What follows belongs to an exercise in optimizing a design on an open flow for small area, a short achievable clock period and few clock cycles per item; a production flow would make more cautious choices. Only simulation tests tie the RTL to the original design; equivalence was not proved.

==> flow/design.v (outline; a module is shown in full before it is edited, if it fits) <==
// module julian_day_to_calendar_date: 1995 lines
module julian_day_to_calendar_date (
  input  logic                     clk,
  input  logic                     rst,
  input  logic                     stamp_valid,
  output logic                     stamp_ready,
  input  logic [IN_W-1:0]          stamp_julian_time,
  output logic                     date_valid,
  input  logic                     date_ready,
  output logic signed [YEAR_W-1:0] date_year,
  output logic [MONTH_W-1:0]       date_month,
  output logic [DAY_W-1:0]         date_day_whole,
  output logic [FO_W-1:0]          date_day_fraction
);
  // ...
==> flow/run.sh <==
#!/bin/bash
# synth_recipe.tcl (not shown) runs the flow's synth.tcl, then flattens the netlist and writes it again
# the make line also repeats each setting of config.mk as NAME=value (left out here)
make -C /OpenROAD-flow-scripts/flow DESIGN_CONFIG=/design/flow/config.mk WORK_HOME=/design/flow/orfs CLKGATE_MAP_FILE= SYNTH_SCRIPT=/design/flow/synth_recipe.tcl finish
==> flow/config.mk <==
export PLATFORM = sky130hd
export DESIGN_NAME = julian_day_to_calendar_date
export DESIGN_NICKNAME = julian_day_to_calendar_date
export VERILOG_FILES = /design/flow/design.v
export SDC_FILE = /design/flow/constraint.sdc
export NUM_CORES = 4
export LEC_CHECK = 0
export CAP_MARGIN = 20
export CORE_MARGIN = 2
export CORE_UTILIZATION = 40
export SLEW_MARGIN = 20
==> flow/constraint.sdc <==
create_clock -name core_clock -period 10.0 [get_ports {clk}]
set_input_delay 2.0000 -clock core_clock [delete_from_list [all_inputs] [get_ports {clk}]]
set_output_delay 2.0000 -clock core_clock [all_outputs]
set_load 0.01 [all_outputs]
==> metrics.md, run 1 <==
| Metric | Value |
|---|---|
| CTS Hold Buffers Added | 0 |
| Initial core utilization | 0.404 |
| Vias in the first global route | between 9000 and 10000 |
| Initial antenna violation count | 0 |
| Flop2flop setup slack | approximately 1.9 ns |
| Post-Layout Cell Count | 1801 |
| Top cells by area, synth | edfxtp_1 31%, ha_1 20%, fa_1 16%, inv_1 7.8%, xnor2_1 4.5% |
| Drt via density | approximately 4.9 |
| Kind of cell adding the most delay to the critical path | compound AO/OA/AOI/OAI gates |
| Max FO, Critical Path | 14 |
| Sequential-to-total area share from yosys stat | 0.318 |
| N_taps | ~450 |
| Synth Area in Simple Gates | 0.0673 |
| FP Rows | 67 |
| Status | timing/DRC/antenna clean |
| Max reg flops | 19 |
| WS Path Type | flip-flop to flip-flop |
| Buffering overhead | 0.0561 |
| Multi-input gate share of total cell area | 0.523 |
| Root Driver | clkbuf_16 |
| Worst Setup EP | day_r[4] |
| Crit path launch type | flip-flop |
Testbench counts, summed over its fixed seeds: cycles 16,024, items 16,000.
==> run 2, diff against run 1 <==
--- a/flow/design.v
+++ b/flow/design.v
@@ -20,38 +20,37 @@
   output logic                     date_valid,
   input  logic                     date_ready,
   output logic signed [YEAR_W-1:0] date_year,
   output logic [MONTH_W-1:0]       date_month,
   output logic [DAY_W-1:0]         date_day_whole,
   output logic [FO_W-1:0]          date_day_fraction
 );
   logic adv;
-  logic v1, v2;
+  logic v1, v2, v3;
   logic out_v;
   assign adv         = !out_v || date_ready;
   assign stamp_ready = adv;
   always_ff @(posedge clk) begin
     if (rst) begin
       v1    <= 1'b0;
       v2    <= 1'b0;
+      v3    <= 1'b0;
       out_v <= 1'b0;
     end else if (adv) begin
       v1    <= stamp_valid;
       v2    <= v1;
-      out_v <= v2;
+      v3    <= v2;
+      out_v <= v3;
     end
   end
   logic [23:0] w;
   logic [8:0]  h;
-  logic [12:0] wq;
-  logic [7:0]  ae;
-  assign w  = stamp_julian_time[38:15];
-  assign h  = w[23:15];
-  assign wq = w[23:11];
+  assign w = stamp_julian_time[38:15];
+  assign h = w[23:15];
   logic [15:0] aes_a, aes_b;
   logic aes_t0;
   logic aes_t1;
   logic aes_t2;
   logic aes_t3;
   logic aes_t4;
   logic aes_t5;
   logic aes_t6;
@@ -238,17 +237,42 @@
   assign aesum[8] = aesum_p[8] ^ aesum_G2_7;
   assign aesum[9] = aesum_p[9] ^ aesum_G3_8;
   assign aesum[10] = aesum_p[10] ^ aesum_G3_9;
   assign aesum[11] = aesum_p[11] ^ aesum_G3_10;
   assign aesum[12] = aesum_p[12] ^ aesum_G3_11;
   assign aesum[13] = aesum_p[13] ^ aesum_G3_12;
   assign aesum[14] = aesum_p[14] ^ aesum_G3_13;
   assign aesum[15] = aesum_p[15] ^ aesum_G3_14;
-  assign ae     = aesum[14:7];
+  logic        g1;
+  logic [23:0] w1;
+  logic [7:0]  ae1;
+  logic [15:0] f1;
+  always_ff @(posedge clk) begin
+    if (adv) begin
+      g1  <= w >= 24'd4598321;
+      w1  <= w;
+      ae1 <= aesum[14:7];
+      f1  <= {~stamp_julian_time[15], stamp_julian_time[14:0]};
+    end
+  end
+  logic [12:0] wq;
+  logic [7:0]  alpha0;
+  logic [7:0]  corr0;
+  logic [0:0]  w0v;
+  logic [12:0] zl;
+  logic [7:0]  gc;
+  logic [1:0]  k2;
+  logic [1:0]  delta;
+  assign wq     = w1[23:11];
+  assign w0v    = w1[0];
+  assign zl     = w1[13:1];
+  assign alpha0 = ae1 - 8'd51;
+  assign corr0  = 8'd1 + alpha0 - {2'b00, alpha0[7:2]};
+  assign gc     = g1 ? corr0 : 8'd0;
   logic [24:0] qes_a, qes_b;
   logic qes_t24;
   logic qes_t25;
   logic qes_t26;
   logic qes_t27;
   logic qes_t28;
   logic qes_t29;
   logic qes_t30;
@@ -704,44 +728,16 @@
   assign qesum[17] = qesum_p[17] ^ qesum_G4_16;
   assign qesum[18] = qesum_p[18] ^ qesum_G4_17;
   assign qesum[19] = qesum_p[19] ^ qesum_G4_18;
   assign qesum[20] = qesum_p[20] ^ qesum_G4_19;
   assign qesum[21] = qesum_p[21] ^ qesum_G4_20;
   assign qesum[22] = qesum_p[22] ^ qesum_G4_21;
   assign qesum[23] = qesum_p[23] ^ qesum_G4_22;
   assign qesum[24] = qesum_p[24] ^ qesum_G4_23;
-  logic        g1;
-  logic [18:0] w1;
-  logic [7:0]  ae1;
-  logic [12:0] qe1;
-  logic [15:0] f1;
-  always_ff @(posedge clk) begin
-    if (adv) begin
-      g1     <= w >= 24'd4598321;
-      w1     <= w[18:0];
-      ae1    <= ae;
-      qe1    <= qesum[24:12];
-      f1     <= {~stamp_julian_time[15], stamp_julian_time[14:0]};
-    end
-  end
-  logic [7:0]  alpha0;
-  logic [7:0]  corr0;
-  logic [0:0]  w0v;
-  logic [12:0] zl;
-  logic [7:0]  gc;
-  logic [1:0]  k2;
-  logic [1:0]  delta;
-  logic [1:0]  gd;
-  logic [12:0] s2_next;
-  assign w0v = w1[0];
-  assign zl  = w1[13:1];
-  assign alpha0 = ae1 - 8'd51;
-  assign corr0  = 8'd1 + alpha0 - {2'b00, alpha0[7:2]};
-  assign gc     = g1 ? corr0 : 8'd0;
   logic [19:0] rms_a, rms_b;
   logic rms_t136;
   logic rms_t137;
   logic rms_t138;
   logic rms_t139;
   logic rms_t140;
   logic rms_t141;
   logic rms_t142;
@@ -1495,38 +1491,179 @@
   assign rk2sum[14] = rk2sum_p[14] ^ rk2sum_G3_13;
   assign rk2sum[15] = rk2sum_p[15] ^ rk2sum_G3_14;
   assign rk2sum[16] = rk2sum_p[16] ^ rk2sum_G3_15;
   assign rk2sum[17] = rk2sum_p[17] ^ rk2sum_G4_16;
   assign rk2sum[18] = rk2sum_p[18] ^ rk2sum_G4_17;
   assign rk2sum[19] = rk2sum_p[19] ^ rk2sum_G4_18;
   assign k2    = 2'(!rk1sum[19]) + 2'(!rk2sum[19]);
   assign delta = k2 - 2'(({1'b0, alpha0[1:0]} + {1'b0, k2}) >= 3'd4);
-  assign gd    = g1 ? delta : 2'd0;
+  logic [12:0] xps_a, xps_b;
+  logic xps_t312;
+  logic xps_t313;
+  logic xps_t314;
+  logic xps_t315;
+  logic xps_t316;
+  logic xps_t317;
+  logic xps_t318;
+  logic xps_t319;
+  logic xps_t320;
+  logic xps_t321;
+  logic xps_t322;
+  logic xps_t323;
+  logic xps_t324;
+  logic xps_t325;
+  logic xps_t326;
+  logic xps_t327;
+  logic xps_t328;
+  logic xps_t329;
+  logic xps_t330;
+  logic xps_t331;
+  assign xps_t312 = zl[0] ^ w0v[0];
+  assign xps_t313 = zl[0] & w0v[0];
+  assign xps_t314 = xps_t312 ^ gc[0];
+  assign xps_t315 = xps_t312 & gc[0];
+  assign xps_t316 = xps_t313 ^ zl[1] ^ gc[1];
+  assign xps_t317 = (xps_t313 & zl[1]) | (xps_t313 & gc[1]) | (zl[1] & gc[1]);
+  assign xps_t318 = zl[2] ^ gc[2];
+  assign xps_t319 = zl[2] & gc[2];
+  assign xps_t320 = zl[3] ^ gc[3] ^ 1'b1;
+  assign xps_t321 = (zl[3] & gc[3]) | (zl[3] & 1'b1) | (gc[3] & 1'b1);
+  assign xps_t322 = zl[4] ^ gc[4] ^ 1'b1;
+  assign xps_t323 = (zl[4] & gc[4]) | (zl[4] & 1'b1) | (gc[4] & 1'b1);
+  assign xps_t324 = zl[5] ^ gc[5] ^ 1'b1;
+  assign xps_t325 = (zl[5] & gc[5]) | (zl[5] & 1'b1) | (gc[5] & 1'b1);
+  assign xps_t326 = zl[6] ^ gc[6] ^ 1'b1;
+  assign xps_t327 = (zl[6] & gc[6]) | (zl[6] & 1'b1) | (gc[6] & 1'b1);
+  assign xps_t328 = zl[7] ^ gc[7];
+  assign xps_t329 = zl[7] & gc[7];
+  assign xps_t330 = zl[8] ^ 1'b1;
+  assign xps_t331 = zl[8] & 1'b1;
+  assign xps_a[0] = xps_t314;
+  assign xps_b[0] = 1'b1;
+  assign xps_a[1] = xps_t315;
+  assign xps_b[1] = xps_t316;
+  assign xps_a[2] = xps_t317;
+  assign xps_b[2] = xps_t318;
+  assign xps_a[3] = xps_t319;
+  assign xps_b[3] = xps_t320;
+  assign xps_a[4] = xps_t321;
+  assign xps_b[4] = xps_t322;
+  assign xps_a[5] = xps_t323;
+  assign xps_b[5] = xps_t324;
+  assign xps_a[6] = xps_t325;
+  assign xps_b[6] = xps_t326;
+  assign xps_a[7] = xps_t327;
+  assign xps_b[7] = xps_t328;
+  assign xps_a[8] = xps_t329;
+  assign xps_b[8] = xps_t330;
+  assign xps_a[9] = xps_t331;
+  assign xps_b[9] = zl[9];
+  assign xps_a[10] = zl[10];
+  assign xps_b[10] = 1'b1;
+  assign xps_a[11] = zl[11];
+  assign xps_b[11] = 1'b0;
+  assign xps_a[12] = zl[12];
+  assign xps_b[12] = 1'b0;
+  logic [12:0] xpsum_p, xpsum_g, xpsum;
+  assign xpsum_p = xps_a ^ xps_b;
+  assign xpsum_g = xps_a & xps_b;
+  logic xpsum_G0_1, xpsum_P0_1;
+  assign xpsum_G0_1 = xpsum_g[1] | (xpsum_p[1] & xpsum_g[0]);
+  assign xpsum_P0_1 = xpsum_p[1] & xpsum_p[0];
+  logic xpsum_G0_3, xpsum_P0_3;
+  assign xpsum_G0_3 = xpsum_g[3] | (xpsum_p[3] & xpsum_g[2]);
+  assign xpsum_P0_3 = xpsum_p[3] & xpsum_p[2];
+  logic xpsum_G0_5, xpsum_P0_5;
+  assign xpsum_G0_5 = xpsum_g[5] | (xpsum_p[5] & xpsum_g[4]);
+  assign xpsum_P0_5 = xpsum_p[5] & xpsum_p[4];
+  logic xpsum_G0_7, xpsum_P0_7;
+  assign xpsum_G0_7 = xpsum_g[7] | (xpsum_p[7] & xpsum_g[6]);
+  assign xpsum_P0_7 = xpsum_p[7] & xpsum_p[6];
+  logic xpsum_G0_9, xpsum_P0_9;
+  assign xpsum_G0_9 = xpsum_g[9] | (xpsum_p[9] & xpsum_g[8]);
+  assign xpsum_P0_9 = xpsum_p[9] & xpsum_p[8];
+  logic xpsum_G0_11, xpsum_P0_11;
+  assign xpsum_G0_11 = xpsum_g[11] | (xpsum_p[11] & xpsum_g[10]);
+  assign xpsum_P0_11 = xpsum_p[11] & xpsum_p[10];
+  logic xpsum_G1_2, xpsum_P1_2;
+  assign xpsum_G1_2 = xpsum_g[2] | (xpsum_p[2] & xpsum_G0_1);
+  assign xpsum_P1_2 = xpsum_p[2] & xpsum_P0_1;
+  logic xpsum_G1_3, xpsum_P1_3;
+  assign xpsum_G1_3 = xpsum_G0_3 | (xpsum_P0_3 & xpsum_G0_1);
+  assign xpsum_P1_3 = xpsum_P0_3 & xpsum_P0_1;
+  logic xpsum_G1_6, xpsum_P1_6;
+  assign xpsum_G1_6 = xpsum_g[6] | (xpsum_p[6] & xpsum_G0_5);
+  assign xpsum_P1_6 = xpsum_p[6] & xpsum_P0_5;
+  logic xpsum_G1_7, xpsum_P1_7;
+  assign xpsum_G1_7 = xpsum_G0_7 | (xpsum_P0_7 & xpsum_G0_5);
+  assign xpsum_P1_7 = xpsum_P0_7 & xpsum_P0_5;
+  logic xpsum_G1_10, xpsum_P1_10;
+  assign xpsum_G1_10 = xpsum_g[10] | (xpsum_p[10] & xpsum_G0_9);
+  assign xpsum_P1_10 = xpsum_p[10] & xpsum_P0_9;
+  logic xpsum_G1_11, xpsum_P1_11;
+  assign xpsum_G1_11 = xpsum_G0_11 | (xpsum_P0_11 & xpsum_G0_9);
+  assign xpsum_P1_11 = xpsum_P0_11 & xpsum_P0_9;
+  logic xpsum_G2_4, xpsum_P2_4;
+  assign xpsum_G2_4 = xpsum_g[4] | (xpsum_p[4] & xpsum_G1_3);
+  assign xpsum_P2_4 = xpsum_p[4] & xpsum_P1_3;
+  logic xpsum_G2_5, xpsum_P2_5;
+  assign xpsum_G2_5 = xpsum_G0_5 | (xpsum_P0_5 & xpsum_G1_3);
+  assign xpsum_P2_5 = xpsum_P0_5 & xpsum_P1_3;
+  logic xpsum_G2_6, xpsum_P2_6;
+  assign xpsum_G2_6 = xpsum_G1_6 | (xpsum_P1_6 & xpsum_G1_3);
+  assign xpsum_P2_6 = xpsum_P1_6 & xpsum_P1_3;
+  logic xpsum_G2_7, xpsum_P2_7;
+  assign xpsum_G2_7 = xpsum_G1_7 | (xpsum_P1_7 & xpsum_G1_3);
+  assign xpsum_P2_7 = xpsum_P1_7 & xpsum_P1_3;
+  logic xpsum_G2_12, xpsum_P2_12;
+  assign xpsum_G2_12 = xpsum_g[12] | (xpsum_p[12] & xpsum_G1_11);
+  assign xpsum_P2_12 = xpsum_p[12] & xpsum_P1_11;
+  logic xpsum_G3_8, xpsum_P3_8;
+  assign xpsum_G3_8 = xpsum_g[8] | (xpsum_p[8] & xpsum_G2_7);
+  assign xpsum_P3_8 = xpsum_p[8] & xpsum_P2_7;
+  logic xpsum_G3_9, xpsum_P3_9;
+  assign xpsum_G3_9 = xpsum_G0_9 | (xpsum_P0_9 & xpsum_G2_7);
+  assign xpsum_P3_9 = xpsum_P0_9 & xpsum_P2_7;
+  logic xpsum_G3_10, xpsum_P3_10;
+  assign xpsum_G3_10 = xpsum_G1_10 | (xpsum_P1_10 & xpsum_G2_7);
+  assign xpsum_P3_10 = xpsum_P1_10 & xpsum_P2_7;
+  logic xpsum_G3_11, xpsum_P3_11;
+  assign xpsum_G3_11 = xpsum_G1_11 | (xpsum_P1_11 & xpsum_G2_7);
+  assign xpsum_P3_11 = xpsum_P1_11 & xpsum_P2_7;
+  logic xpsum_G3_12, xpsum_P3_12;
+  assign xpsum_G3_12 = xpsum_G2_12 | (xpsum_P2_12 & xpsum_G2_7);
+  assign xpsum_P3_12 = xpsum_P2_12 & xpsum_P2_7;
+  assign xpsum[0] = xpsum_p[0] ^ 1'b0;
+  assign xpsum[1] = xpsum_p[1] ^ xpsum_g[0];
+  assign xpsum[2] = xpsum_p[2] ^ xpsum_G0_1;
+  assign xpsum[3] = xpsum_p[3] ^ xpsum_G1_2;
+  assign xpsum[4] = xpsum_p[4] ^ xpsum_G1_3;
+  assign xpsum[5] = xpsum_p[5] ^ xpsum_G2_4;
+  assign xpsum[6] = xpsum_p[6] ^ xpsum_G2_5;
+  assign xpsum[7] = xpsum_p[7] ^ xpsum_G2_6;
+  assign xpsum[8] = xpsum_p[8] ^ xpsum_G2_7;
+  assign xpsum[9] = xpsum_p[9] ^ xpsum_G3_8;
+  assign xpsum[10] = xpsum_p[10] ^ xpsum_G3_9;
+  assign xpsum[11] = xpsum_p[11] ^ xpsum_G3_10;
+  assign xpsum[12] = xpsum_p[12] ^ xpsum_G3_11;
+  logic [12:0] qe2;
+  logic [12:0] xp2;
+  logic [1:0]  gd2;
+  logic [15:0] f2;
+  always_ff @(posedge clk) begin
+    if (adv) begin
+      qe2 <= qesum[24:12];
+      xp2 <= xpsum;
+      gd2 <= g1 ? delta : 2'd0;
+      f2  <= f1;
+    end
+  end
+  logic [3:0]  yp;
   logic [12:0] s2s_a, s2s_b;
-  logic s2s_t312;
-  logic s2s_t313;
-  logic s2s_t314;
-  logic s2s_t315;
-  logic s2s_t316;
-  logic s2s_t317;
-  logic s2s_t318;
-  logic s2s_t319;
-  logic s2s_t320;
-  logic s2s_t321;
-  logic s2s_t322;
-  logic s2s_t323;
-  logic s2s_t324;
-  logic s2s_t325;
-  logic s2s_t326;
-  logic s2s_t327;
-  logic s2s_t328;
-  logic s2s_t329;
-  logic s2s_t330;
-  logic s2s_t331;
   logic s2s_t332;
   logic s2s_t333;
   logic s2s_t334;
   logic s2s_t335;
   logic s2s_t336;
   logic s2s_t337;
   logic s2s_t338;
   logic s2s_t339;
@@ -1595,246 +1732,123 @@
   logic s2s_t402;
   logic s2s_t403;
   logic s2s_t404;
   logic s2s_t405;
   logic s2s_t406;
   logic s2s_t407;
   logic s2s_t408;
   logic s2s_t409;
-  logic s2s_t410;
-  logic s2s_t411;
-  logic s2s_t412;
-  logic s2s_t413;
-  logic s2s_t414;
-  logic s2s_t415;
-  logic s2s_t416;
-  logic s2s_t417;
-  logic s2s_t418;
-  logic s2s_t419;
-  logic s2s_t420;
-  logic s2s_t421;
-  assign s2s_t312 = zl[6] ^ gc[6];
-  assign s2s_t313 = zl[6] & gc[6];
-  assign s2s_t314 = zl[7] ^ gc[7];
-  assign s2s_t315 = zl[7] & gc[7];
-  assign s2s_t316 = zl[8] ^ ~qe1[8];
-  assign s2s_t317 = zl[8] & ~qe1[8];
-  assign s2s_t318 = zl[9] ^ ~qe1[9];
-  assign s2s_t319 = zl[9] & ~qe1[9];
-  assign s2s_t320 = zl[10] ^ ~qe1[10] ^ ~qe1[8];
-  assign s2s_t321 = (zl[10] & ~qe1[10]) | (zl[10] & ~qe1[8]) | (~qe1[10] & ~qe1[8]);
-  assign s2s_t322 = zl[11] ^ ~qe1[11] ^ ~qe1[9];
-  assign s2s_t323 = (zl[11] & ~qe1[11]) | (zl[11] & ~qe1[9]) | (~qe1[11] & ~qe1[9]);
-  assign s2s_t324 = qe1[7] ^ qe1[5];
-  assign s2s_t325 = qe1[7] & qe1[5];
-  assign s2s_t326 = zl[12] ^ ~qe1[12] ^ ~qe1[10];
-  assign s2s_t327 = (zl[12] & ~qe1[12]) | (zl[12] & ~qe1[10]) | (~qe1[12] & ~qe1[10]);
-  assign s2s_t328 = qe1[8] ^ qe1[6];
-  assign s2s_t329 = qe1[8] & qe1[6];
-  assign s2s_t330 = zl[2] ^ gc[2];
-  assign s2s_t331 = zl[2] & gc[2];
-  assign s2s_t332 = zl[3] ^ gc[3] ^ ~qe1[3];
-  assign s2s_t333 = (zl[3] & gc[3]) | (zl[3] & ~qe1[3]) | (gc[3] & ~qe1[3]);
-  assign s2s_t334 = zl[4] ^ gc[4] ^ ~qe1[4];
-  assign s2s_t335 = (zl[4] & gc[4]) | (zl[4] & ~qe1[4]) | (gc[4] & ~qe1[4]);
-  assign s2s_t336 = ~qe1[2] ^ qe1[0];
-  assign s2s_t337 = ~qe1[2] & qe1[0];
-  assign s2s_t338 = zl[5] ^ gc[5] ^ ~qe1[5];
-  assign s2s_t339 = (zl[5] & gc[5]) | (zl[5] & ~qe1[5]) | (gc[5] & ~qe1[5]);
-  assign s2s_t340 = ~qe1[3] ^ qe1[1] ^ 1'b1;
-  assign s2s_t341 = (~qe1[3] & qe1[1]) | (~qe1[3] & 1'b1) | (qe1[1] & 1'b1);
-  assign s2s_t342 = s2s_t312 ^ ~qe1[6] ^ ~qe1[4];
-  assign s2s_t343 = (s2s_t312 & ~qe1[6]) | (s2s_t312 & ~qe1[4]) | (~qe1[6] & ~qe1[4]);
-  assign s2s_t344 = qe1[2] ^ qe1[0] ^ 1'b1;
-  assign s2s_t345 = (qe1[2] & qe1[0]) | (qe1[2] & 1'b1) | (qe1[0] & 1'b1);
-  assign s2s_t346 = s2s_t313 ^ s2s_t314 ^ ~qe1[7];
-  assign s2s_t347 = (s2s_t313 & s2s_t314) | (s2s_t313 & ~qe1[7]) | (s2s_t314 & ~qe1[7]);
-  assign s2s_t348 = ~qe1[5] ^ qe1[3] ^ qe1[1];
-  assign s2s_t349 = (~qe1[5] & qe1[3]) | (~qe1[5] & qe1[1]) | (qe1[3] & qe1[1]);
-  assign s2s_t350 = s2s_t315 ^ s2s_t316 ^ ~qe1[6];
-  assign s2s_t351 = (s2s_t315 & s2s_t316) | (s2s_t315 & ~qe1[6]) | (s2s_t316 & ~qe1[6]);
-  assign s2s_t352 = qe1[4] ^ qe1[2] ^ 1'b1;
-  assign s2s_t353 = (qe1[4] & qe1[2]) | (qe1[4] & 1'b1) | (qe1[2] & 1'b1);
-  assign s2s_t354 = s2s_t317 ^ s2s_t318 ^ ~qe1[7];
-  assign s2s_t355 = (s2s_t317 & s2s_t318) | (s2s_t317 & ~qe1[7]) | (s2s_t318 & ~qe1[7]);
-  assign s2s_t356 = qe1[5] ^ qe1[3] ^ qe1[0];
-  assign s2s_t357 = (qe1[5] & qe1[3]) | (qe1[5] & qe1[0]) | (qe1[3] & qe1[0]);
-  assign s2s_t358 = s2s_t319 ^ s2s_t320 ^ qe1[6];
-  assign s2s_t359 = (s2s_t319 & s2s_t320) | (s2s_t319 & qe1[6]) | (s2s_t320 & qe1[6]);
-  assign s2s_t360 = qe1[4] ^ qe1[1] ^ 1'b1;
-  assign s2s_t361 = (qe1[4] & qe1[1]) | (qe1[4] & 1'b1) | (qe1[1] & 1'b1);
-  assign s2s_t362 = s2s_t321 ^ s2s_t322 ^ s2s_t324;
-  assign s2s_t363 = (s2s_t321 & s2s_t322) | (s2s_t321 & s2s_t324) | (s2s_t322 & s2s_t324);
-  assign s2s_t364 = qe1[2] ^ ~qe1[0] ^ 1'b1;
-  assign s2s_t365 = (qe1[2] & ~qe1[0]) | (qe1[2] & 1'b1) | (~qe1[0] & 1'b1);
-  assign s2s_t366 = s2s_t323 ^ s2s_t325 ^ s2s_t326;
-  assign s2s_t367 = (s2s_t323 & s2s_t325) | (s2s_t323 & s2s_t326) | (s2s_t325 & s2s_t326);
-  assign s2s_t368 = s2s_t328 ^ qe1[3] ^ ~qe1[1];
-  assign s2s_t369 = (s2s_t328 & qe1[3]) | (s2s_t328 & ~qe1[1]) | (qe1[3] & ~qe1[1]);
-  assign s2s_t370 = zl[0] ^ w0v[0];
-  assign s2s_t371 = zl[0] & w0v[0];
-  assign s2s_t372 = zl[1] ^ gc[1] ^ ~qe1[1];
-  assign s2s_t373 = (zl[1] & gc[1]) | (zl[1] & ~qe1[1]) | (gc[1] & ~qe1[1]);
-  assign s2s_t374 = s2s_t330 ^ ~qe1[2] ^ ~qe1[0];
-  assign s2s_t375 = (s2s_t330 & ~qe1[2]) | (s2s_t330 & ~qe1[0]) | (~qe1[2] & ~qe1[0]);
-  assign s2s_t376 = s2s_t331 ^ s2s_t332 ^ ~qe1[1];
-  assign s2s_t377 = (s2s_t331 & s2s_t332) | (s2s_t331 & ~qe1[1]) | (s2s_t332 & ~qe1[1]);
-  assign s2s_t378 = s2s_t333 ^ s2s_t334 ^ s2s_t336;
-  assign s2s_t379 = (s2s_t333 & s2s_t334) | (s2s_t333 & s2s_t336) | (s2s_t334 & s2s_t336);
-  assign s2s_t380 = s2s_t335 ^ s2s_t337 ^ s2s_t338;
-  assign s2s_t381 = (s2s_t335 & s2s_t337) | (s2s_t335 & s2s_t338) | (s2s_t337 & s2s_t338);
-  assign s2s_t382 = s2s_t339 ^ s2s_t341 ^ s2s_t342;
-  assign s2s_t383 = (s2s_t339 & s2s_t341) | (s2s_t339 & s2s_t342) | (s2s_t341 & s2s_t342);
-  assign s2s_t384 = s2s_t343 ^ s2s_t345 ^ s2s_t346;
-  assign s2s_t385 = (s2s_t343 & s2s_t345) | (s2s_t343 & s2s_t346) | (s2s_t345 & s2s_t346);
-  assign s2s_t386 = s2s_t347 ^ s2s_t349 ^ s2s_t350;
-  assign s2s_t387 = (s2s_t347 & s2s_t349) | (s2s_t347 & s2s_t350) | (s2s_t349 & s2s_t350);
-  assign s2s_t388 = s2s_t351 ^ s2s_t353 ^ s2s_t354;
-  assign s2s_t389 = (s2s_t351 & s2s_t353) | (s2s_t351 & s2s_t354) | (s2s_t353 & s2s_t354);
-  assign s2s_t390 = s2s_t355 ^ s2s_t357 ^ s2s_t358;
-  assign s2s_t391 = (s2s_t355 & s2s_t357) | (s2s_t355 & s2s_t358) | (s2s_t357 & s2s_t358);
-  assign s2s_t392 = s2s_t359 ^ s2s_t361 ^ s2s_t362;
-  assign s2s_t393 = (s2s_t359 & s2s_t361) | (s2s_t359 & s2s_t362) | (s2s_t361 & s2s_t362);
-  assign s2s_t394 = s2s_t363 ^ s2s_t365 ^ s2s_t366;
-  assign s2s_t395 = (s2s_t363 & s2s_t365) | (s2s_t363 & s2s_t366) | (s2s_t365 & s2s_t366);
-  assign s2s_t396 = s2s_t370 ^ gc[0];
-  assign s2s_t397 = s2s_t370 & gc[0];
-  assign s2s_t398 = s2s_t371 ^ s2s_t372 ^ 1'b1;
-  assign s2s_t399 = (s2s_t371 & s2s_t372) | (s2s_t371 & 1'b1) | (s2s_t372 & 1'b1);
-  assign s2s_t400 = s2s_t373 ^ s2s_t374 ^ 1'b1;
-  assign s2s_t401 = (s2s_t373 & s2s_t374) | (s2s_t373 & 1'b1) | (s2s_t374 & 1'b1);
-  assign s2s_t402 = s2s_t375 ^ s2s_t376 ^ 1'b1;
-  assign s2s_t403 = (s2s_t375 & s2s_t376) | (s2s_t375 & 1'b1) | (s2s_t376 & 1'b1);
-  assign s2s_t404 = s2s_t377 ^ s2s_t378 ^ 1'b1;
-  assign s2s_t405 = (s2s_t377 & s2s_t378) | (s2s_t377 & 1'b1) | (s2s_t378 & 1'b1);
-  assign s2s_t406 = s2s_t379 ^ s2s_t380 ^ s2s_t340;
-  assign s2s_t407 = (s2s_t379 & s2s_t380) | (s2s_t379 & s2s_t340) | (s2s_t380 & s2s_t340);
-  assign s2s_t408 = s2s_t381 ^ s2s_t382 ^ s2s_t344;
-  assign s2s_t409 = (s2s_t381 & s2s_t382) | (s2s_t381 & s2s_t344) | (s2s_t382 & s2s_t344);
-  assign s2s_t410 = s2s_t383 ^ s2s_t384 ^ s2s_t348;
-  assign s2s_t411 = (s2s_t383 & s2s_t384) | (s2s_t383 & s2s_t348) | (s2s_t384 & s2s_t348);
-  assign s2s_t412 = s2s_t385 ^ s2s_t386 ^ s2s_t352;
-  assign s2s_t413 = (s2s_t385 & s2s_t386) | (s2s_t385 & s2s_t352) | (s2s_t386 & s2s_t352);
-  assign s2s_t414 = s2s_t387 ^ s2s_t388 ^ s2s_t356;
-  assign s2s_t415 = (s2s_t387 & s2s_t388) | (s2s_t387 & s2s_t356) | (s2s_t388 & s2s_t356);
-  assign s2s_t416 = s2s_t389 ^ s2s_t390 ^ s2s_t360;
-  assign s2s_t417 = (s2s_t389 & s2s_t390) | (s2s_t389 & s2s_t360) | (s2s_t390 & s2s_t360);
-  assign s2s_t418 = s2s_t391 ^ s2s_t392 ^ s2s_t364;
-  assign s2s_t419 = (s2s_t391 & s2s_t392) | (s2s_t391 & s2s_t364) | (s2s_t392 & s2s_t364);
-  assign s2s_t420 = s2s_t393 ^ s2s_t394 ^ s2s_t368;
-  assign s2s_t421 = (s2s_t393 & s2s_t394) | (s2s_t393 & s2s_t368) | (s2s_t394 & s2s_t368);
-  assign s2s_a[0] = s2s_t396;
-  assign s2s_b[0] = ~qe1[0];
-  assign s2s_a[1] = s2s_t397;
-  assign s2s_b[1] = s2s_t398;
-  assign s2s_a[2] = s2s_t399;
-  assign s2s_b[2] = s2s_t400;
-  assign s2s_a[3] = s2s_t401;
-  assign s2s_b[3] = s2s_t402;
-  assign s2s_a[4] = s2s_t403;
-  assign s2s_b[4] = s2s_t404;
-  assign s2s_a[5] = s2s_t405;
-  assign s2s_b[5] = s2s_t406;
-  assign s2s_a[6] = s2s_t407;
-  assign s2s_b[6] = s2s_t408;
-  assign s2s_a[7] = s2s_t409;
-  assign s2s_b[7] = s2s_t410;
-  assign s2s_a[8] = s2s_t411;
-  assign s2s_b[8] = s2s_t412;
-  assign s2s_a[9] = s2s_t413;
-  assign s2s_b[9] = s2s_t414;
-  assign s2s_a[10] = s2s_t415;
-  assign s2s_b[10] = s2s_t416;
-  assign s2s_a[11] = s2s_t417;
-  assign s2s_b[11] = s2s_t418;
-  assign s2s_a[12] = s2s_t419;
-  assign s2s_b[12] = s2s_t420;
-  logic [12:0] s2f_a, s2f_b;
-  logic s2f_t422;
-  logic s2f_t423;
-  logic s2f_t424;
-  logic s2f_t425;
-  logic s2f_t426;
-  logic s2f_t427;
-  logic s2f_t428;
-  logic s2f_t429;
-  logic s2f_t430;
-  logic s2f_t431;
-  logic s2f_t432;
-  logic s2f_t433;
-  logic s2f_t434;
-  logic s2f_t435;
-  logic s2f_t436;
-  logic s2f_t437;
-  logic s2f_t438;
-  logic s2f_t439;
-  logic s2f_t440;
-  logic s2f_t441;
-  logic s2f_t442;
-  logic s2f_t443;
-  logic s2f_t444;
-  logic s2f_t445;
-  logic s2f_t446;
-  logic s2f_t447;
-  assign s2f_t422 = s2s_a[0] ^ s2s_b[0];
-  assign s2f_t423 = s2s_a[0] & s2s_b[0];
-  assign s2f_t424 = s2s_a[1] ^ s2s_b[1] ^ gd[1];
-  assign s2f_t425 = (s2s_a[1] & s2s_b[1]) | (s2s_a[1] & gd[1]) | (s2s_b[1] & gd[1]);
-  assign s2f_t426 = s2s_a[2] ^ s2s_b[2];
-  assign s2f_t427 = s2s_a[2] & s2s_b[2];
-  assign s2f_t428 = s2s_a[3] ^ s2s_b[3];
-  assign s2f_t429 = s2s_a[3] & s2s_b[3];
-  assign s2f_t430 = s2s_a[4] ^ s2s_b[4];
-  assign s2f_t431 = s2s_a[4] & s2s_b[4];
-  assign s2f_t432 = s2s_a[5] ^ s2s_b[5];
-  assign s2f_t433 = s2s_a[5] & s2s_b[5];
-  assign s2f_t434 = s2s_a[6] ^ s2s_b[6];
-  assign s2f_t435 = s2s_a[6] & s2s_b[6];
-  assign s2f_t436 = s2s_a[7] ^ s2s_b[7];
-  assign s2f_t437 = s2s_a[7] & s2s_b[7];
-  assign s2f_t438 = s2s_a[8] ^ s2s_b[8];
-  assign s2f_t439 = s2s_a[8] & s2s_b[8];
-  assign s2f_t440 = s2s_a[9] ^ s2s_b[9];
-  assign s2f_t441 = s2s_a[9] & s2s_b[9];
-  assign s2f_t442 = s2s_a[10] ^ s2s_b[10];
-  assign s2f_t443 = s2s_a[10] & s2s_b[10];
-  assign s2f_t444 = s2s_a[11] ^ s2s_b[11];
-  assign s2f_t445 = s2s_a[11] & s2s_b[11];
-  assign s2f_t446 = s2s_a[12] ^ s2s_b[12];
-  assign s2f_t447 = s2s_a[12] & s2s_b[12];
-  assign s2f_a[0] = s2f_t422;
-  assign s2f_b[0] = gd[0];
-  assign s2f_a[1] = s2f_t423;
-  assign s2f_b[1] = s2f_t424;
-  assign s2f_a[2] = s2f_t425;
-  assign s2f_b[2] = s2f_t426;
-  assign s2f_a[3] = s2f_t427;
-  assign s2f_b[3] = s2f_t428;
-  assign s2f_a[4] = s2f_t429;
-  assign s2f_b[4] = s2f_t430;
-  assign s2f_a[5] = s2f_t431;
-  assign s2f_b[5] = s2f_t432;
-  assign s2f_a[6] = s2f_t433;
-  assign s2f_b[6] = s2f_t434;
-  assign s2f_a[7] = s2f_t435;
-  assign s2f_b[7] = s2f_t436;
-  assign s2f_a[8] = s2f_t437;
-  assign s2f_b[8] = s2f_t438;
-  assign s2f_a[9] = s2f_t439;
-  assign s2f_b[9] = s2f_t440;
-  assign s2f_a[10] = s2f_t441;
-  assign s2f_b[10] = s2f_t442;
-  assign s2f_a[11] = s2f_t443;
-  assign s2f_b[11] = s2f_t444;
-  assign s2f_a[12] = s2f_t445;
-  assign s2f_b[12] = s2f_t446;
+  assign s2s_t332 = xp2[11] ^ ~qe2[11] ^ ~qe2[9];
+  assign s2s_t333 = (xp2[11] & ~qe2[11]) | (xp2[11] & ~qe2[9]) | (~qe2[11] & ~qe2[9]);
+  assign s2s_t334 = xp2[12] ^ ~qe2[12] ^ ~qe2[10];
+  assign s2s_t335 = (xp2[12] & ~qe2[12]) | (xp2[12] & ~qe2[10]) | (~qe2[12] & ~qe2[10]);
+  assign s2s_t336 = xp2[6] ^ ~qe2[6];
+  assign s2s_t337 = xp2[6] & ~qe2[6];
+  assign s2s_t338 = xp2[7] ^ ~qe2[7] ^ ~qe2[5];
+  assign s2s_t339 = (xp2[7] & ~qe2[7]) | (xp2[7] & ~qe2[5]) | (~qe2[7] & ~qe2[5]);
+  assign s2s_t340 = xp2[8] ^ ~qe2[8] ^ ~qe2[6];
+  assign s2s_t341 = (xp2[8] & ~qe2[8]) | (xp2[8] & ~qe2[6]) | (~qe2[8] & ~qe2[6]);
+  assign s2s_t342 = xp2[9] ^ ~qe2[9] ^ ~qe2[7];
+  assign s2s_t343 = (xp2[9] & ~qe2[9]) | (xp2[9] & ~qe2[7]) | (~qe2[9] & ~qe2[7]);
+  assign s2s_t344 = qe2[5] ^ qe2[3];
+  assign s2s_t345 = qe2[5] & qe2[3];
+  assign s2s_t346 = xp2[10] ^ ~qe2[10] ^ ~qe2[8];
+  assign s2s_t347 = (xp2[10] & ~qe2[10]) | (xp2[10] & ~qe2[8]) | (~qe2[10] & ~qe2[8]);
+  assign s2s_t348 = qe2[6] ^ qe2[4] ^ qe2[1];
+  assign s2s_t349 = (qe2[6] & qe2[4]) | (qe2[6] & qe2[1]) | (qe2[4] & qe2[1]);
+  assign s2s_t350 = s2s_t332 ^ qe2[7] ^ qe2[5];
+  assign s2s_t351 = (s2s_t332 & qe2[7]) | (s2s_t332 & qe2[5]) | (qe2[7] & qe2[5]);
+  assign s2s_t352 = qe2[2] ^ ~qe2[0] ^ 1'b1;
+  assign s2s_t353 = (qe2[2] & ~qe2[0]) | (qe2[2] & 1'b1) | (~qe2[0] & 1'b1);
+  assign s2s_t354 = s2s_t333 ^ s2s_t334 ^ qe2[8];
+  assign s2s_t355 = (s2s_t333 & s2s_t334) | (s2s_t333 & qe2[8]) | (s2s_t334 & qe2[8]);
+  assign s2s_t356 = qe2[6] ^ qe2[3] ^ ~qe2[1];
+  assign s2s_t357 = (qe2[6] & qe2[3]) | (qe2[6] & ~qe2[1]) | (qe2[3] & ~qe2[1]);
+  assign s2s_t358 = xp2[0] ^ gd2[0];
+  assign s2s_t359 = xp2[0] & gd2[0];
+  assign s2s_t360 = xp2[1] ^ gd2[1];
+  assign s2s_t361 = xp2[1] & gd2[1];
+  assign s2s_t362 = xp2[2] ^ ~qe2[2] ^ ~qe2[0];
+  assign s2s_t363 = (xp2[2] & ~qe2[2]) | (xp2[2] & ~qe2[0]) | (~qe2[2] & ~qe2[0]);
+  assign s2s_t364 = xp2[3] ^ ~qe2[3];
+  assign s2s_t365 = xp2[3] & ~qe2[3];
+  assign s2s_t366 = xp2[4] ^ ~qe2[4] ^ ~qe2[2];
+  assign s2s_t367 = (xp2[4] & ~qe2[4]) | (xp2[4] & ~qe2[2]) | (~qe2[4] & ~qe2[2]);
+  assign s2s_t368 = xp2[5] ^ ~qe2[5] ^ ~qe2[3];
+  assign s2s_t369 = (xp2[5] & ~qe2[5]) | (xp2[5] & ~qe2[3]) | (~qe2[5] & ~qe2[3]);
+  assign s2s_t370 = s2s_t336 ^ ~qe2[4] ^ qe2[2];
+  assign s2s_t371 = (s2s_t336 & ~qe2[4]) | (s2s_t336 & qe2[2]) | (~qe2[4] & qe2[2]);
+  assign s2s_t372 = s2s_t337 ^ s2s_t338 ^ qe2[3];
+  assign s2s_t373 = (s2s_t337 & s2s_t338) | (s2s_t337 & qe2[3]) | (s2s_t338 & qe2[3]);
+  assign s2s_t374 = s2s_t339 ^ s2s_t340 ^ qe2[4];
+  assign s2s_t375 = (s2s_t339 & s2s_t340) | (s2s_t339 & qe2[4]) | (s2s_t340 & qe2[4]);
+  assign s2s_t376 = s2s_t341 ^ s2s_t342 ^ s2s_t344;
+  assign s2s_t377 = (s2s_t341 & s2s_t342) | (s2s_t341 & s2s_t344) | (s2s_t342 & s2s_t344);
+  assign s2s_t378 = s2s_t343 ^ s2s_t345 ^ s2s_t346;
+  assign s2s_t379 = (s2s_t343 & s2s_t345) | (s2s_t343 & s2s_t346) | (s2s_t345 & s2s_t346);
+  assign s2s_t380 = s2s_t347 ^ s2s_t349 ^ s2s_t350;
+  assign s2s_t381 = (s2s_t347 & s2s_t349) | (s2s_t347 & s2s_t350) | (s2s_t349 & s2s_t350);
+  assign s2s_t382 = s2s_t351 ^ s2s_t353 ^ s2s_t354;
+  assign s2s_t383 = (s2s_t351 & s2s_t353) | (s2s_t351 & s2s_t354) | (s2s_t353 & s2s_t354);
+  assign s2s_t384 = s2s_t358 ^ ~qe2[0];
+  assign s2s_t385 = s2s_t358 & ~qe2[0];
+  assign s2s_t386 = s2s_t359 ^ s2s_t360 ^ ~qe2[1];
+  assign s2s_t387 = (s2s_t359 & s2s_t360) | (s2s_t359 & ~qe2[1]) | (s2s_t360 & ~qe2[1]);
+  assign s2s_t388 = s2s_t361 ^ s2s_t362 ^ 1'b1;
+  assign s2s_t389 = (s2s_t361 & s2s_t362) | (s2s_t361 & 1'b1) | (s2s_t362 & 1'b1);
+  assign s2s_t390 = s2s_t363 ^ s2s_t364 ^ ~qe2[1];
+  assign s2s_t391 = (s2s_t363 & s2s_t364) | (s2s_t363 & ~qe2[1]) | (s2s_t364 & ~qe2[1]);
+  assign s2s_t392 = s2s_t365 ^ s2s_t366 ^ qe2[0];
+  assign s2s_t393 = (s2s_t365 & s2s_t366) | (s2s_t365 & qe2[0]) | (s2s_t366 & qe2[0]);
+  assign s2s_t394 = s2s_t367 ^ s2s_t368 ^ qe2[1];
+  assign s2s_t395 = (s2s_t367 & s2s_t368) | (s2s_t367 & qe2[1]) | (s2s_t368 & qe2[1]);
+  assign s2s_t396 = s2s_t369 ^ s2s_t370 ^ qe2[0];
+  assign s2s_t397 = (s2s_t369 & s2s_t370) | (s2s_t369 & qe2[0]) | (s2s_t370 & qe2[0]);
+  assign s2s_t398 = s2s_t371 ^ s2s_t372 ^ qe2[1];
+  assign s2s_t399 = (s2s_t371 & s2s_t372) | (s2s_t371 & qe2[1]) | (s2s_t372 & qe2[1]);
+  assign s2s_t400 = s2s_t373 ^ s2s_t374 ^ qe2[2];
+  assign s2s_t401 = (s2s_t373 & s2s_t374) | (s2s_t373 & qe2[2]) | (s2s_t374 & qe2[2]);
+  assign s2s_t402 = s2s_t375 ^ s2s_t376 ^ qe2[0];
+  assign s2s_t403 = (s2s_t375 & s2s_t376) | (s2s_t375 & qe2[0]) | (s2s_t376 & qe2[0]);
+  assign s2s_t404 = s2s_t377 ^ s2s_t378 ^ s2s_t348;
+  assign s2s_t405 = (s2s_t377 & s2s_t378) | (s2s_t377 & s2s_t348) | (s2s_t378 & s2s_t348);
+  assign s2s_t406 = s2s_t379 ^ s2s_t380 ^ s2s_t352;
+  assign s2s_t407 = (s2s_t379 & s2s_t380) | (s2s_t379 & s2s_t352) | (s2s_t380 & s2s_t352);
+  assign s2s_t408 = s2s_t381 ^ s2s_t382 ^ s2s_t356;
+  assign s2s_t409 = (s2s_t381 & s2s_t382) | (s2s_t381 & s2s_t356) | (s2s_t382 & s2s_t356);
+  assign s2s_a[0] = s2s_t384;
+  assign s2s_b[0] = 1'b1;
+  assign s2s_a[1] = s2s_t385;
+  assign s2s_b[1] = s2s_t386;
+  assign s2s_a[2] = s2s_t387;
+  assign s2s_b[2] = s2s_t388;
+  assign s2s_a[3] = s2s_t389;
+  assign s2s_b[3] = s2s_t390;
+  assign s2s_a[4] = s2s_t391;
+  assign s2s_b[4] = s2s_t392;
+  assign s2s_a[5] = s2s_t393;
+  assign s2s_b[5] = s2s_t394;
+  assign s2s_a[6] = s2s_t395;
+  assign s2s_b[6] = s2s_t396;
+  assign s2s_a[7] = s2s_t397;
+  assign s2s_b[7] = s2s_t398;
+  assign s2s_a[8] = s2s_t399;
+  assign s2s_b[8] = s2s_t400;
+  assign s2s_a[9] = s2s_t401;
+  assign s2s_b[9] = s2s_t402;
+  assign s2s_a[10] = s2s_t403;
+  assign s2s_b[10] = s2s_t404;
+  assign s2s_a[11] = s2s_t405;
+  assign s2s_b[11] = s2s_t406;
+  assign s2s_a[12] = s2s_t407;
+  assign s2s_b[12] = s2s_t408;
   logic [12:0] s2sum_p, s2sum_g, s2sum;
-  assign s2sum_p = s2f_a ^ s2f_b;
-  assign s2sum_g = s2f_a & s2f_b;
+  assign s2sum_p = s2s_a ^ s2s_b;
+  assign s2sum_g = s2s_a & s2s_b;
   logic s2sum_G0_1, s2sum_P0_1;
   assign s2sum_G0_1 = s2sum_g[1] | (s2sum_p[1] & s2sum_g[0]);
   assign s2sum_P0_1 = s2sum_p[1] & s2sum_p[0];
   logic s2sum_G0_3, s2sum_P0_3;
   assign s2sum_G0_3 = s2sum_g[3] | (s2sum_p[3] & s2sum_g[2]);
   assign s2sum_P0_3 = s2sum_p[3] & s2sum_p[2];
   logic s2sum_G0_5, s2sum_P0_5;
   assign s2sum_G0_5 = s2sum_g[5] | (s2sum_p[5] & s2sum_g[4]);
@@ -1904,64 +1918,64 @@
   assign s2sum[5] = s2sum_p[5] ^ s2sum_G2_4;
   assign s2sum[6] = s2sum_p[6] ^ s2sum_G2_5;
   assign s2sum[7] = s2sum_p[7] ^ s2sum_G2_6;
   assign s2sum[8] = s2sum_p[8] ^ s2sum_G2_7;
   assign s2sum[9] = s2sum_p[9] ^ s2sum_G3_8;
   assign s2sum[10] = s2sum_p[10] ^ s2sum_G3_9;
   assign s2sum[11] = s2sum_p[11] ^ s2sum_G3_10;
   assign s2sum[12] = s2sum_p[12] ^ s2sum_G3_11;
-  assign s2_next = s2sum;
-  logic [12:0] s22;
-  logic [15:0] y02;
-  logic [15:0] f2;
+  always_comb begin
+    yp = 4'd0;
+    if (s2sum >= 13'd365)  yp = 4'd1;
+    if (s2sum >= 13'd730)  yp = 4'd2;
+    if (s2sum >= 13'd1095) yp = 4'd3;
+    if (s2sum >= 13'd1461) yp = 4'd4;
+    if (s2sum >= 13'd1826) yp = 4'd5;
+    if (s2sum >= 13'd2191) yp = 4'd6;
+    if (s2sum >= 13'd2556) yp = 4'd7;
+    if (s2sum >= 13'd2922) yp = 4'd8;
+    if (s2sum >= 13'd3287) yp = 4'd9;
+    if (s2sum >= 13'd3652) yp = 4'd10;
+    if (s2sum >= 13'd4017) yp = 4'd11;
+  end
+  logic [8:0]  s23;
+  logic [3:0]  yp3;
+  logic [15:0] y03;
+  logic [15:0] f3;
   always_ff @(posedge clk) begin
     if (adv) begin
-      s22 <= s2_next;
-      y02 <= 16'({qe1, 2'b00}) - 16'd4716;
-      f2  <= f1;
+      s23 <= s2sum[8:0];
+      yp3 <= yp;
+      y03 <= 16'({qe2, 2'b00}) - 16'd4716;
+      f3  <= f2;
     end
   end
-  logic [3:0]  yp;
   logic [8:0]  yoff;
   logic [8:0]  doy;
   logic [3:0]  mp;
   logic [8:0]  mstart;
   logic        jf;
   always_comb begin
-    yp = 4'd0;
-    if (s22 >= 13'd365)  yp = 4'd1;
-    if (s22 >= 13'd730)  yp = 4'd2;
-    if (s22 >= 13'd1095) yp = 4'd3;
-    if (s22 >= 13'd1461) yp = 4'd4;
-    if (s22 >= 13'd1826) yp = 4'd5;
-    if (s22 >= 13'd2191) yp = 4'd6;
-    if (s22 >= 13'd2556) yp = 4'd7;
-    if (s22 >= 13'd2922) yp = 4'd8;
-    if (s22 >= 13'd3287) yp = 4'd9;
-    if (s22 >= 13'd3652) yp = 4'd10;
-    if (s22 >= 13'd4017) yp = 4'd11;
-  end
-  always_comb begin
-    unique case (yp)
+    unique case (yp3)
       4'd0:    yoff = 9'(0);
       4'd1:    yoff = 9'(365);
       4'd2:    yoff = 9'(730);
       4'd3:    yoff = 9'(1095);
       4'd4:    yoff = 9'(1461);
       4'd5:    yoff = 9'(1826);
       4'd6:    yoff = 9'(2191);
       4'd7:    yoff = 9'(2556);
       4'd8:    yoff = 9'(2922);
       4'd9:    yoff = 9'(3287);
       4'd10:   yoff = 9'(3652);
       default: yoff = 9'(4017);
     endcase
   end
-  assign doy = s22[8:0] - yoff;
+  assign doy = s23 - yoff;
   always_comb begin
     mp = 4'd0;
     if (doy >= 9'd31)  mp = 4'd1;
     if (doy >= 9'd61)  mp = 4'd2;
     if (doy >= 9'd92)  mp = 4'd3;
     if (doy >= 9'd122) mp = 4'd4;
     if (doy >= 9'd153) mp = 4'd5;
     if (doy >= 9'd184) mp = 4'd6;
@@ -1989,20 +2003,20 @@
   end
   assign jf = doy >= 9'd306;
   logic [15:0] year_r;
   logic [3:0]  month_r;
   logic [4:0]  day_r;
   logic [15:0] frac_r;
   always_ff @(posedge clk) begin
     if (adv) begin
-      year_r  <= y02 + 16'(5'(yp) + 5'(jf));
+      year_r  <= y03 + 16'(5'(yp3) + 5'(jf));
       month_r <= (mp < 4'd10) ? (mp + 4'd3) : (mp - 4'd9);
       day_r   <= 5'(doy - mstart) + 5'd1;
-      frac_r  <= f2;
+      frac_r  <= f3;
     end
   end
   assign date_valid        = out_v;
   assign date_year         = year_r;
   assign date_month        = month_r;
   assign date_day_whole    = day_r;
   assign date_day_fraction = frac_r;
 endmodule
==> flow/config.mk (replaced) <==
export PLATFORM = sky130hd
export DESIGN_NAME = julian_day_to_calendar_date
export DESIGN_NICKNAME = julian_day_to_calendar_date
export VERILOG_FILES = /design/flow/design.v
export SDC_FILE = /design/flow/constraint.sdc
export NUM_CORES = 4
export LEC_CHECK = 0
export CAP_MARGIN = 20
export CORE_MARGIN = 2
export CORE_UTILIZATION = 55
export SETUP_SLACK_MARGIN = 5
export SLEW_MARGIN = 20
==> run 2 against run 1 <==
Against the previous run: still clean on timing, DRC and antenna; via count grew 13%; worst hold slack gained 0.0025 ns; fmax grew 49%; worst setup slack gained 2.7 ns; clock-buffer cell count shrank 1; highest routed layer unchanged.
==> metrics.md, run 2 <==
| Metric | Value |
|---|---|
| Status | timing/DRC/antenna clean (unchanged) |
| Hold wc startpoint | f1[6] (was f1[8]) |
| Remaining global-route overflow | 0 (unchanged) |
| Die area | 0.0286 sq mm (was 0.0352 sq mm) |
| Die Y | 169 microns (was 188 microns) |
| Syn Area/Cell | 11.2 sq um (was 10.8 sq um) |
| Origin of the worst setup path | yp3[2] (was s22[8]) |
| FP Rows | 60 (was 67) |
| Initial DRC Count | 404 (was 492) |
| Max Clock Skew | 0.0222 ns (was 0.00967 ns) |
| Max-cap violation count | 0 (unchanged) |
| Max FO, Critical Path | 5 (was 14) |
| Max-slew violations | 0 (unchanged) |
| Final net count | 1912 (was 1711) |
| GRT Total Usage | 0.209 (was 0.160) |
| Ant diodes | 0 (unchanged) |
| CTS Buf Count | 17 (unchanged) |
| Pre-antenna DRT Iters | 5 (unchanged) |
| Max reg flops | 24 (was 19) |
| Post-synth cell types | 83 (was 75) |
| Fin worst setup slack | 4.56 ns (was 1.90 ns) |
| Most frequent cells in the layout | 262 x inv_1, 203 x ha_1, 177 x edfxtp_1 (was 280 x inv_1, 220 x ha_1, 141 x edfxtp_1) |
| Post-synth EDFFs | 177 (was 141) |
| Drt via density | 5.23 (was 4.85) |
| Kind of cell adding the most delay to the critical path | compound AO/OA/AOI/OAI gates (unchanged) |
| Critical-path top delay cell | edfxtp_1 (unchanged) |
| HPWL after DPL | 21.6 mm (was 21.5 mm) |
| Layout cells sized above 1 | 0.169 (was 0.0421) |
| DRC | 0 (unchanged) |
| CP most frequent cell | a21oi_2 (was ha_1) |
| I/O pin count | 86 (unchanged) |
| Slowest stage delay, CP | 0.45 ns (was 0.63 ns) |
| Top cells by area, synth | edfxtp_1 35%, ha_1 19%, fa_1 14%, inv_1 7.0%, xnor2_1 4.2% (was edfxtp_1 31%, ha_1 20%, fa_1 16%, inv_1 7.8%, xnor2_1 4.5%) |
| Die Wd | 169 microns (was 188 microns) |
| Hold slack final | 0.418 ns (was 0.415 ns) |
| Core ar. | 0.0269 sq mm (was 0.0334 sq mm) |
| DR WL/cell | 15.3 microns (was 14.7 microns) |
| Synthesized area | 0.0150 sq mm (was 0.0135 sq mm) |
| CP required | 10.20 ns (was 10.18 ns) |
| Final count of negative-setup-slack endpoints | 0 (unchanged) |
| Hold Vio Cnt, Final | 0 (unchanged) |
| Commonest non-fill, non-tap cell in the layout | inv_1 (unchanged) |
| Critical R2R Launch | yp3[2] (was s22[8]) |
| Dpl cells | 1756 (was 1769) |
| Tcrit/Tclk final | 0.544 (was 0.810) |
| Critical Path Sink Type | flip-flop (unchanged) |
| RSZ-0062 raised after global routing | true (was false) |
| Reg clk slew, reported paths | 0.09 ns (was 0.07 ns) |
| Share of Yosys cell area claimed by the top area cell type | 0.355 (was 0.314) |
| # port buffers | 85 (unchanged) |
| Top reg by flops | w1 (unchanged) |
| CP arrival | 5.64 ns (was 8.28 ns) |
| DP Worst Slack | 3.56 ns (was 1.98 ns) |
| Synth top cells by count | 279 x inv_1, 223 x ha_1, 177 x edfxtp_1, 107 x fa_1, 71 x xnor2_1 (was 281 x inv_1, 220 x ha_1, 141 x edfxtp_1, 108 x fa_1, 70 x xnor2_1) |
| Initial core utilization | 0.557 (was 0.404) |
| Pin count of the biggest net entering global routing | 55 (was 82) |
| Root Driver | clkbuf_16 (unchanged) |
| Sequential-to-total area share from yosys stat | 0.360 (was 0.318) |
| Crit path launch type | flip-flop (unchanged) |
| Post-Layout Cell Count | 1893 (was 1801) |
| Bufs on Longest Clock Path | 2 (unchanged) |
| Yosys warns | 1 (unchanged) |
| Clk Latency, worst-skew pair | 0.44 ns (was 0.43 ns) |
| WS Path Type | flip-flop to flip-flop (unchanged) |
| Fmax | 0.184 GHz (was 0.124 GHz) |
| CTS H-tree lvls | 4 (unchanged) |
| Vias in the first global route | 10200 (was 9214) |
| FF+latch count, synth | 181 (was 144) |
| Slew HR | 0.476 (was 0.322) |
| Routability Congestion | 0.830 (was 0.867) |
| Vias post-DR | 9902 (was 8741) |
| Worst-Margin Slew | 0.780 ns (was 1.02 ns) |
| Initial antenna violation count | 1 (was 0) |
| Post-synth ARST share | 0 (unchanged) |
| Number of routed nets with antenna violations | 0 (unchanged) |
| CTS tree | built (unchanged) |
| CP Buf/Inv Count | 2 (was 4) |
| Type of the worst min-delay path | flip-flop to flip-flop (unchanged) |
| Area grow syn2layout | 22.4% (was 14.4%) |
| Setup_tns | 0 ns (unchanged) |
| CTS Hold Buffers Added | 0 (unchanged) |
| Synth area leader | edfxtp_1 (unchanged) |
| Post-synth net total | 1711 (was 1617) |
| Clk sinks | 181 (was 144) |
| Gate Count Post-Synth | 1338 (was 1246) |
| Most numerous cell in the Yosys netlist | inv_1 (unchanged) |
| Total Wirelength | 29.0 mm (was 26.4 mm) |
| First-pass GRT wire length | 47.9 mm (was 45.6 mm) |
| Min Tclk post-route | 5.44 ns (was 8.10 ns) |
| # fillers | 2035 (was 3168) |
| Predominant post-synthesis flop cell | edfxtp_1 (unchanged) |
## run 2: cell types whose count changed in the layout (fill, tap and decap cells not counted), sizes merged, moves of 4 or more
cell | before | now
a31oi | 5 | 11
and2 | 8 | 12
buf | 2 | 107
edfxtp | 141 | 177
nand2 | 36 | 44
nand2b | 3 | 8
nand3 | 13 | 17
nor2b | 11 | 19
nor3 | 23 | 30
o21a | 19 | 14
o21bai | 2 | 9
or3 | 3 | 7
xor2 | 17 | 24
## run 2: cells by family (layout without fill, tap and decap cells)
| family | Yosys count | in the layout | synth area share |
|---|---|---|---|
| AOI/OAI and AO/OA | 205 | 205 | 0.0963 |
| buffers and inverters | 291 | 505 | 0.0743 |
| and+or+nand+nor | 229 | 229 | 0.0781 |
| adders and majority gates | 330 | 330 | 0.329 |
| muxes | 4 | 4 | 0.00267 |
| xor gates and xnor gates | 98 | 98 | 0.0592 |
| DFF | 181 | 181 | 0.360 |
## run 2: final timing paths
kind         cells past startpoint  endpoint  slack (ns)
max                             26  day_r[4]        4.56
max reg2reg                     26  day_r[4]        4.56
min                              0     f2[6]        0.42
min reg2reg                      0     f2[6]        0.42
## run 2: per-layer routing
layer  global-route usage  routed length (microns)  vias up
met4               0.0580                      528        0
met2                0.382                    15000      148
met3               0.0311                      688       36
li1                     -                        -     4945
met5                    0                        0        -
met1                0.258                    12800     4773
## run 2: repair_timing
action	4_1_cts	5_1_grt
gates cloned	1	0
endpoints found under the setup margin	17	19
pin swaps	47	46
resized for setup	60	53
buffers inserted	53	51
## run 2: through the flow
step / utilization / instance area (sq um)
after detailed placement: 0.609 / 16400
final: 0.682 / 18300
after CTS: 0.661 / 17800
after global routing: 0.682 / 18300
after floorplan: - / 15100
after global placement: 0.609 / 16400
## run 2: cell type report
class	count	area, sq um	share of cell area
Tap cell	341	427	0.0233
Timing Repair Buffer	192	1670	0.0909
Multi-Input combinational cell	866	9150	0.499
Timing Repair inverter	1	5.00	0.000273
Inverter	280	1060	0.0579
Clock buffer	17	425	0.0232
Clock inverter	15	206	0.0113
Sequential cell	181	5400	0.294
Testbench counts of run 2, summed over its fixed seeds: cycles 16,032, items 16,000.
==> run 3, diff against run 2 <==
--- a/flow/config.mk
+++ b/flow/config.mk
@@ -7,6 +7,6 @@
 export LEC_CHECK = 0
 export CAP_MARGIN = 20
 export CORE_MARGIN = 2
-export CORE_UTILIZATION = 55
-export SETUP_SLACK_MARGIN = 5
+export CORE_UTILIZATION = 40
+export SETUP_SLACK_MARGIN = 4
 export SLEW_MARGIN = 20
==> run 3 against run 2 <==
Against the previous run: final cell count rose by 1.9%; clock-buffer cell count unchanged; register-to-register slack got worse by 0.30 ns; non-clock buffer count is 90 lower; critical path type unchanged.
==> metrics.md, run 3 <==
| Metric | Value |
|---|---|
| Max reg flops | 24 (unchanged) |
| DR WL/cell | 14.5 microns (was 15.3 microns) |
| Tcrit/Tclk final | 0.574 (was 0.544) |
| Setup_tns | 0 ns (unchanged) |
| Die Y | 198 microns (was 169 microns) |
| CTS tree | built (unchanged) |
| R2R cell count | 26 (unchanged) |
| Fin worst setup slack | 4.26 ns (was 4.56 ns) |
| Max FO, Critical Path | 8 (was 5) |
| CP required | 10.20 ns (about the same) |
| Gate Count Post-Synth | 1338 (unchanged) |
| Fmax | 0.174 GHz (was 0.184 GHz) |
| CTS H-tree lvls | 4 (unchanged) |
| Vias post-DR | 9489 (was 9902) |
| Post-synth EDFFs | 177 (unchanged) |
| RSZ-0062 raised after global routing | true (unchanged) |
| Total Wirelength | 28.0 mm (was 29.0 mm) |
| Pre-antenna DRT Iters | 5 (unchanged) |
| Slowest stage delay, CP | 0.43 ns (was 0.45 ns) |
| Met2 WL | 14.7 mm (was 15.0 mm) |
| Core ar. | 0.0368 sq mm (was 0.0269 sq mm) |
| First-pass GRT wire length | 47.8 mm (was 47.9 mm) |
| Routability Congestion | 0.884 (was 0.830) |
| Clk sinks | 181 (unchanged) |
| Worst-Margin Slew | 0.956 ns (was 0.780 ns) |
| Bufs on Longest Clock Path | 2 (unchanged) |
| Remaining global-route overflow | 0 (unchanged) |
| Syn Area/Cell | 11.2 sq um (unchanged) |
| Yosys warns | 1 (unchanged) |
| CP arrival | 5.95 ns (was 5.64 ns) |
| Area grow syn2layout | 15.6% (was 22.4%) |
| CP Buf/Inv Count | 3 (was 2) |
| Final net count | 1821 (was 1912) |
| Die area | 0.0390 sq mm (was 0.0286 sq mm) |
| Most numerous cell in the Yosys netlist | inv_1 (unchanged) |
| Kind of cell adding the most delay to the critical path | adder cells (was compound AO/OA/AOI/OAI gates) |
| Max-cap violation count | 0 (unchanged) |
| # port buffers | 85 (unchanged) |
| GRT Total Usage | 0.154 (was 0.209) |
| Root Driver | clkbuf_16 (unchanged) |
| Type of the worst min-delay path | flip-flop to flip-flop (unchanged) |
| Initial antenna violation count | 0 (was 1) |
| Top reg by flops | w1 (unchanged) |
| Initial DRC Count | 421 (was 404) |
| Commonest non-fill, non-tap cell in the layout | inv_1 (unchanged) |
| Max-slew violations | 0 (unchanged) |
| Post-synth cell types | 83 (unchanged) |
| Vias in the first global route | 10100 (was 10200) |
| DP Area | 0.0164 sq mm (about the same) |
| M1 wire length | 12.1 mm (was 12.8 mm) |
| Crit path launch type | flip-flop (unchanged) |
| Final count of negative-setup-slack endpoints | 0 (unchanged) |
| Synth top cells by count | 279 x inv_1, 223 x ha_1, 177 x edfxtp_1, 107 x fa_1, 71 x xnor2_1 (unchanged) |
| Die Wd | 198 microns (was 169 microns) |
| CTS Buf Count | 17 (unchanged) |
| Top sig layer | met4 (unchanged) |
| DRC | 0 (unchanged) |
| Drt via density | 4.92 (was 5.23) |
| DP Worst Slack | 3.38 ns (was 3.56 ns) |
| I/O pin count | 86 (unchanged) |
| Non-Filler Cell Area, Final | 0.0173 sq mm (was 0.0183 sq mm) |
| Most frequent cells in the layout | 277 x inv_1, 222 x ha_1, 177 x edfxtp_1 (was 262 x inv_1, 203 x ha_1, 177 x edfxtp_1) |
| Synth area leader | edfxtp_1 (unchanged) |
| Min Tclk post-route | 5.74 ns (was 5.44 ns) |
| Number of routed nets with antenna violations | 0 (unchanged) |
| Synthesized area | 0.0150 sq mm (unchanged) |
| Top cells by area, synth | edfxtp_1 35%, ha_1 19%, fa_1 14%, inv_1 7.0%, xnor2_1 4.2% (unchanged) |
| Slew HR | 0.363 (was 0.476) |
| DR WL met3 | 758 microns (was 688 microns) |
| Critical-path top delay cell | fa_1 (was edfxtp_1) |
| Status | timing/DRC/antenna clean (unchanged) |
| Worst Hold Depth | 0 (unchanged) |
| Hold Vio Cnt, Final | 0 (unchanged) |
| Post-synth net total | 1711 (unchanged) |
| Pin count of the biggest net entering global routing | 78 (was 55) |
| FF+latch count, synth | 181 (unchanged) |
| HPWL after DPL | 22.4 mm (was 21.6 mm) |
| WS Path Type | flip-flop to flip-flop (unchanged) |
| CTS Hold Buffers Added | 0 (unchanged) |
| Critical Path Sink Type | flip-flop (unchanged) |
| CP most frequent cell | ha_1 (was a21oi_2) |
| Predominant post-synthesis flop cell | edfxtp_1 (unchanged) |
| Reg clk slew, reported paths | 0.08 ns (was 0.09 ns) |
| Max Clock Skew | 0.0178 ns (was 0.0222 ns) |
| Number of stages on the worst setup path | 26 (unchanged) |
| Sequential-to-total area share from yosys stat | 0.360 (unchanged) |
| Clk Latency, worst-skew pair | 0.45 ns (was 0.44 ns) |
| Layout cells sized above 1 | 0.0650 (was 0.169) |
| Ant diodes | 0 (unchanged) |
| Share of Yosys cell area claimed by the top area cell type | 0.355 (unchanged) |
| Post-synth ARST share | 0 (unchanged) |
| Initial core utilization | 0.407 (was 0.557) |
| FP Rows | 70 (was 60) |
| Hold slack final | 0.413 ns (was 0.418 ns) |
-- run 3: final timing paths --
| path | start | to | slack, ns |
|---|---|---|---|
| worst max-delay path | yp3[0] | day_r[4] | 4.26 |
| worst min-delay path | f1[15] | f2[15] | 0.41 |
| worst max register to register | yp3[0] | day_r[4] | 4.26 |
| worst min register to register | f1[15] | f2[15] | 0.41 |
-- run 3: cell families after synthesis --
| logic type | after synthesis | synth area share |
|---|---|---|
| fa+ha+maj | 330 | 0.329 |
| buf+inv | 291 | 0.0743 |
| simple gates | 229 | 0.0781 |
| compound gates | 205 | 0.0963 |
| flops | 181 | 0.360 |
| xor+xnor | 98 | 0.0592 |
| mux | 4 | 0.00267 |
-- run 3: worst reg2reg max path, delay by kind of cell, from the launching register on --
family / cells / cell delay, ns
adder cells (fa/ha/maj): 6 / 1.80
AND/OR/NAND/NOR: 4 / 0.78
XOR/XNOR: 4 / 0.58
AO/OA/AOI/OAI: 9 / 1.60
flip-flops: 1 / 0.41
buffers and inverters: 3 / 0.34
-- run 3: repair_timing --
item | in CTS | in global routing
gates cloned | 0 | 0
gates resized for setup | 9 | 16
endpoints found under the setup margin | 3 | 4
setup buffers | 8 | 6
endpoints found under the hold margin | 0 | 0
pin swaps | 3 | 9
-- run 3: cell type report --
type	instances	area [sq um]
well taps	468	586
fillers	3361	19500
repair buffers	102	991
multi-input cells	866	8600
clock buffers	17	425
inverters	280	1050
clock inverters	15	262
flip-flops and latches	181	5400
-- run 3: layer usage --
metal	global-route usage	vias to the layer above
met1	0.181	4559
met3	0.0283	35
met2	0.285	133
met5	0	-
met4	0.0446	0
li1	-	4762
-- run 3: per-stage QoR --
step,std cells,util
6_report,1929,0.471
5_1_grt,1929,0.471
4_1_cts,1923,0.467
3_5_place_dp,1883,0.445
3_3_place_gp,1883,0.445
2_1_floorplan,1338,-

[static timing again, ports no longer ideal]
In the flow no input, the clock included, has a driving cell. The finished layouts below were timed again as built, in two steps. Step 1: set_driving_cell puts a clkbuf_16 on clk and a buf_2 on each other input, an assumption about the parent block. Step 2, shift: input delay + t, output delay - t, t = (earliest + latest rising clock arrival at the registers) / 2. This alone moves slack from input paths to output paths. a / b / c = no drivers / after step 1 / after step 2; a / b = the first two.
run | t (ns) | setup WS [ns] | hold WS [ns]
run 1 | 0.472 | 1.904 / 1.904 / 1.904 | 0.415 / 0.415 / 0.415
run 2 | 0.480 | 4.557 / 4.557 / 4.557 | 0.418 / 0.418 / 0.418
run 3 | 0.493 | 4.258 / 4.258 / 4.258 | 0.413 / 0.413 / 0.413
After both steps setup and hold are still met in every run listed.
